This design comes from an exercise in tuning for a short achievable clock period and few clock cycles per item on the open sky130 flow, not from production work.
Where RTL was checked, it was by simulation tests only, not by an equivalence proof against the original.
Power is estimated from default activity; no workload was simulated.

harbor:
==> flow/design.v (excerpt) <==
module pixel_frame_statistics_unit (
    input  logic                      i_clk,
    input  logic                      i_rst_n,
    input  logic                      i_cfg_we,
    input  logic [pfs_pkg::CFG_W-1:0] i_cfg_wdata,
    input  logic                      i_pix_valid,
    output logic                      o_pix_ready,
    input  logic [24:0]               i_pix,
    output logic                      o_rpt_valid,
    input  logic                      i_rpt_ready,
    output logic [50:0]               o_rpt
);
clock: 4.5 ns
lec_check: 0
abc_clock_period_in_ps: 1800
cap_margin: 20
core_margin: 2
core_utilization: 40
place_density: 0.6
setup_slack_margin: 2.5
slew_margin: 20
run.sh (not shown) runs the stock make flow with config.mk's settings and CLKGATE_MAP_FILE= SYNTH_SCRIPT=/design/flow/synth_recipe.tcl, a recipe that flattens the netlist after the stock synthesis.
Both conditions hold for harbor: the flow ran to the end and the final layout passed the timing, design-rule and antenna checks.
The inputs of sierra differ from those of harbor as listed below.
- PLACE_DENSITY: 0.6 -> 0.75
- SETUP_SLACK_MARGIN: 2.5 -> 3.0
- CORE_UTILIZATION: 40 -> 60
- ABC_CLOCK_PERIOD_IN_PS: 1800 -> 1500
--- outcome ---
What the final checks of sierra revealed, after a flow that finished every stage, was a layout that fails on antenna violations. harbor -> sierra: hold slack flat. Summary — register-to-register setup slack, sierra relative to harbor: lower, by 80 ps. sierra vs. harbor: clock skew went up by 11 ps. Worst-path maximum fanout on sierra is down relative to harbor.
--- input diff sierra..xenon ---
- swapping 0.75 for 0.6 in PLACE_DENSITY
- swapping 60 for 40 in CORE_UTILIZATION
Findings:
No stage failed in xenon, and the final checks on the layout all came back clean. Diff sierra -> xenon | worst voltage drop across the vdd grid | down by a little under 10%. Diff sierra and xenon: all-layer global routing usage higher in sierra. Diff sierra -> xenon: clock-buffer cell count climbed 10, met3 demand-to-capacity share in global routing has decreased. xenon vs sierra — relative contribution of the clock network to total power rose 1.2 points. Of the two values seen for critical path endpoint, r_out[22] was produced by sierra and r_drec[23] by xenon. Compared with sierra, in xenon maximum clock frequency +about 5%, longest individual stage delay on the worst path now sits lower, share of the core filled with cells in the final layout down 28 points, initial antenna violation count down 2.
No functional check of the RTL was part of any run of this note.


fjord:
Another version of the RTL of pixel_frame_statistics_unit (not shown whole).
Size: ~3,400 cells after synthesis, ~1,100 flip-flops.
make LEC_CHECK=0 ABC_CLOCK_PERIOD_IN_PS=1500 CAP_MARGIN=20 CORE_MARGIN=2 CORE_UTILIZATION=40 PLACE_DENSITY=0.6 SETUP_SLACK_MARGIN=2.6 SLEW_MARGIN=20 finish   # period 4.5 ns
No stage failed in fjord, and the final checks on the layout all came back clean.
Testbench counts of fjord, summed over its fixed seeds: cycles 11,236, pixels 11,032.
What yarrow does differently from fjord at the input level:
Settings: SETUP_SLACK_MARGIN now 2.8, was 2.6.
==> summary.txt <==
Having completed the whole flow, yarrow delivered a layout that passed the timing, design-rule and antenna checks.
yarrow vs fjord, start point of the critical path: r_ov vs r_out[1]
Post-synthesis share of cell area spent on full adders, half adders and majority gates came out exactly the same in yarrow and fjord.
Number of cells upsized or downsized after cts, yarrow and fjord: larger value in yarrow
Compared with fjord, in yarrow count of flip-flops with a built-in enable after synthesis held steady; met1 routed wirelength after detailed routing grew by about 2.8%; combinational share of power grew by 1.0 points; cell count grew by 72; maximum vdd ir drop grew by 0.079 mV.
A capture point of the critical path of o_rpt[1] is what fjord shows, while o_rpt_valid belongs to yarrow.
Between fjord and yarrow, the clock insertion delay at the later pin of the skew report figures differ only marginally.
Comparing yarrow and fjord, the higher overall routed net length is on yarrow.
Looking at final worst slack, yarrow sits 4.3 ps higher than fjord does.


== run A ==
Another version of the RTL of pixel_frame_statistics_unit (not shown whole).
For scale: ~3400 cells after synthesis, roughly 1100 flip-flops, about 42000 um2 of cells after synthesis.
==> flow/design.v (excerpt) <==
module pixel_frame_statistics_unit (
    input  logic                      i_clk,
    input  logic                      i_rst_n,
    input  logic                      i_cfg_we,
    input  logic [pfs_pkg::CFG_W-1:0] i_cfg_wdata,
    input  logic                      i_pix_valid,
    output logic                      o_pix_ready,
    input  logic [24:0]               i_pix,
    output logic                      o_rpt_valid,
    input  logic                      i_rpt_ready,
    output logic [50:0]               o_rpt
);
Settings: LEC_CHECK=0, ABC_CLOCK_PERIOD_IN_PS=1500, CAP_MARGIN=20, CORE_MARGIN=2, CORE_UTILIZATION=40, CTS_CLUSTER_DIAMETER=60, CTS_CLUSTER_SIZE=25, PLACE_DENSITY=0.6, SETUP_SLACK_MARGIN=2.8, SLEW_MARGIN=20; clock period 4.5 ns.
standard.sh (not shown) runs the stock make flow with config.mk's settings and CLKGATE_MAP_FILE= SYNTH_SCRIPT=/design/flow/synth_recipe.tcl, a recipe that flattens the netlist after the stock synthesis.
==> flow/flow/run.sh <==
#!/bin/bash
# The standard layout, except that after placement each output port's
# buffer is moved next to the flip-flop that drives it (flow/near.tcl) and
# the placement is legalized again; then the standard flow carries on from
# clock tree synthesis. Synthesis is the standard one. Each tool's output
# goes to a log of its own here: orfs_place.log, near.log, orfs_finish.log
# (ORFS also keeps per-step logs under orfs/logs).
set -euo pipefail
bash standard.sh place > orfs_place.log 2>&1
RES=$(ls -d "$PWD"/orfs/results/*/pixel_frame_statistics_unit/base)
PLATFORM_DIR="$FLOW_HOME/platforms/$FLOW_PLATFORM" RESULTS="$RES" \
  openroad -no_init -exit flow/near.tcl > near.log 2>&1
bash standard.sh finish > orfs_finish.log 2>&1
==> flow/flow/near.tcl <==
# Moves each output port's buffer next to the flip-flop that drives it, so
# that the flip-flop's output sees one short wire, then legalizes. Reads and
# writes the placed design in place (ORFS's 3_place.odb).
set plat $::env(PLATFORM_DIR)
set res $::env(RESULTS)
read_db $res/3_place.odb
set block [ord::get_db_block]
set moved 0
foreach bt [$block getBTerms] {
  if {[$bt getIoType] ne "OUTPUT"} continue
  set net [$bt getNet]
  if {$net eq "NULL"} continue
  set buf ""
  foreach it [$net getITerms] {
    if {[$it isOutputSignal]} { set buf [$it getInst] }
  }
  if {$buf eq ""} continue
  # the buffer's input net and its driver
  set src ""
  foreach it [$buf getITerms] {
    if {[$it isInputSignal]} {
      set n [$it getNet]
      if {$n eq "NULL"} continue
      foreach jt [$n getITerms] { if {[$jt isOutputSignal]} { set src [$jt getInst] } }
    }
  }
  if {$src eq ""} continue
  lassign [$src getLocation] x y
  $buf setLocation $x $y
  incr moved
}
puts "near: moved $moved output buffers"
detailed_placement
check_placement -verbose
write_db $res/3_place.odb
Testbench counts of run A, summed over its fixed seeds: cycles 11,236, pixels 11,032.
--- input diff run A..run B ---
==> flow/run.sh (new file) <==
#!/bin/bash
# synth_recipe.tcl (not shown) runs the flow's synth.tcl, then flattens the netlist and writes it again
# the make line also repeats each setting of config.mk as NAME=value (left out here)
make -C /OpenROAD-flow-scripts/flow DESIGN_CONFIG=/design/flow/config.mk WORK_HOME=/design/flow/orfs CLKGATE_MAP_FILE= SYNTH_SCRIPT=/design/flow/synth_recipe.tcl finish
removed: flow/flow/run.sh
removed: flow/flow/near.tcl
removed: flow/standard.sh
==> summary.txt <==
When run B is measured against run A, its routed wire length per instance turns out 0.082 um higher. Compare run B and run A | share of post-route cells with drive strength above 1 lower: run A. As far as critical path depth goes, run B and run A are indistinguishable; the numbers are identical. Between run B and run A, the difference in number of standard cells in the final layout excluding fillers is negligible. Taking run A as the reference, in run B number of global-route vias before repair -115; via count ~0 delta. Of run B and run A, the run reporting the higher total power was run A. As far as number of synthesized register bits goes, run B and run A are indistinguishable; the numbers are identical. Peak per-stage delay on the critical path (run B over run A): increase, 0.04 ns. Comparing worst setup slack for run B and run A, the smaller number came from run B. Against run A, run B reports a total non-filler cell area in the finished layout that is higher.

afterwards: timing with drivers on the ports:
No port has a modelled driver above. Below, the same layouts with a new extraction and two added sets of constraints. Step 1: set_driving_cell puts a clkbuf_16 on i_clk and a buf_2 on each other input, an assumption about the parent block. Step 2 moves the port delays by t, midway between the first and last clock arrival at a register: inputs arrive t later, outputs are due t later. That takes back most of the time a late clock gives input paths. a / b / c = no drivers / after step 1 / after step 2; a / b = the first two.
run | t (ns) | setup WS [ns] | slew at the worst register clock pin (ns)
harbor | 0.718 | 2.190 / 2.190 / 1.892 | 0.06 / 0.06
sierra | 0.734 | 2.114 / 2.114 / 1.825 | 0.08 / 0.08
xenon | 0.715 | 2.230 / 2.193 / 1.945 | 0.07 / 0.07
fjord | 0.746 | 2.385 / 2.318 / 1.819 | 0.07 / 0.07
yarrow | 0.743 | 2.389 / 2.324 / 2.159 | 0.07 / 0.07
run A | 0.711 | 2.452 / 2.385 / 2.144 | 0.10 / 0.10
run B | 0.714 | 2.429 / 2.364 / 2.120 | 0.10 / 0.10
The setup slack of fjord, which loses most, moves by -0.067 ns with the drivers and by -0.566 ns with both steps.
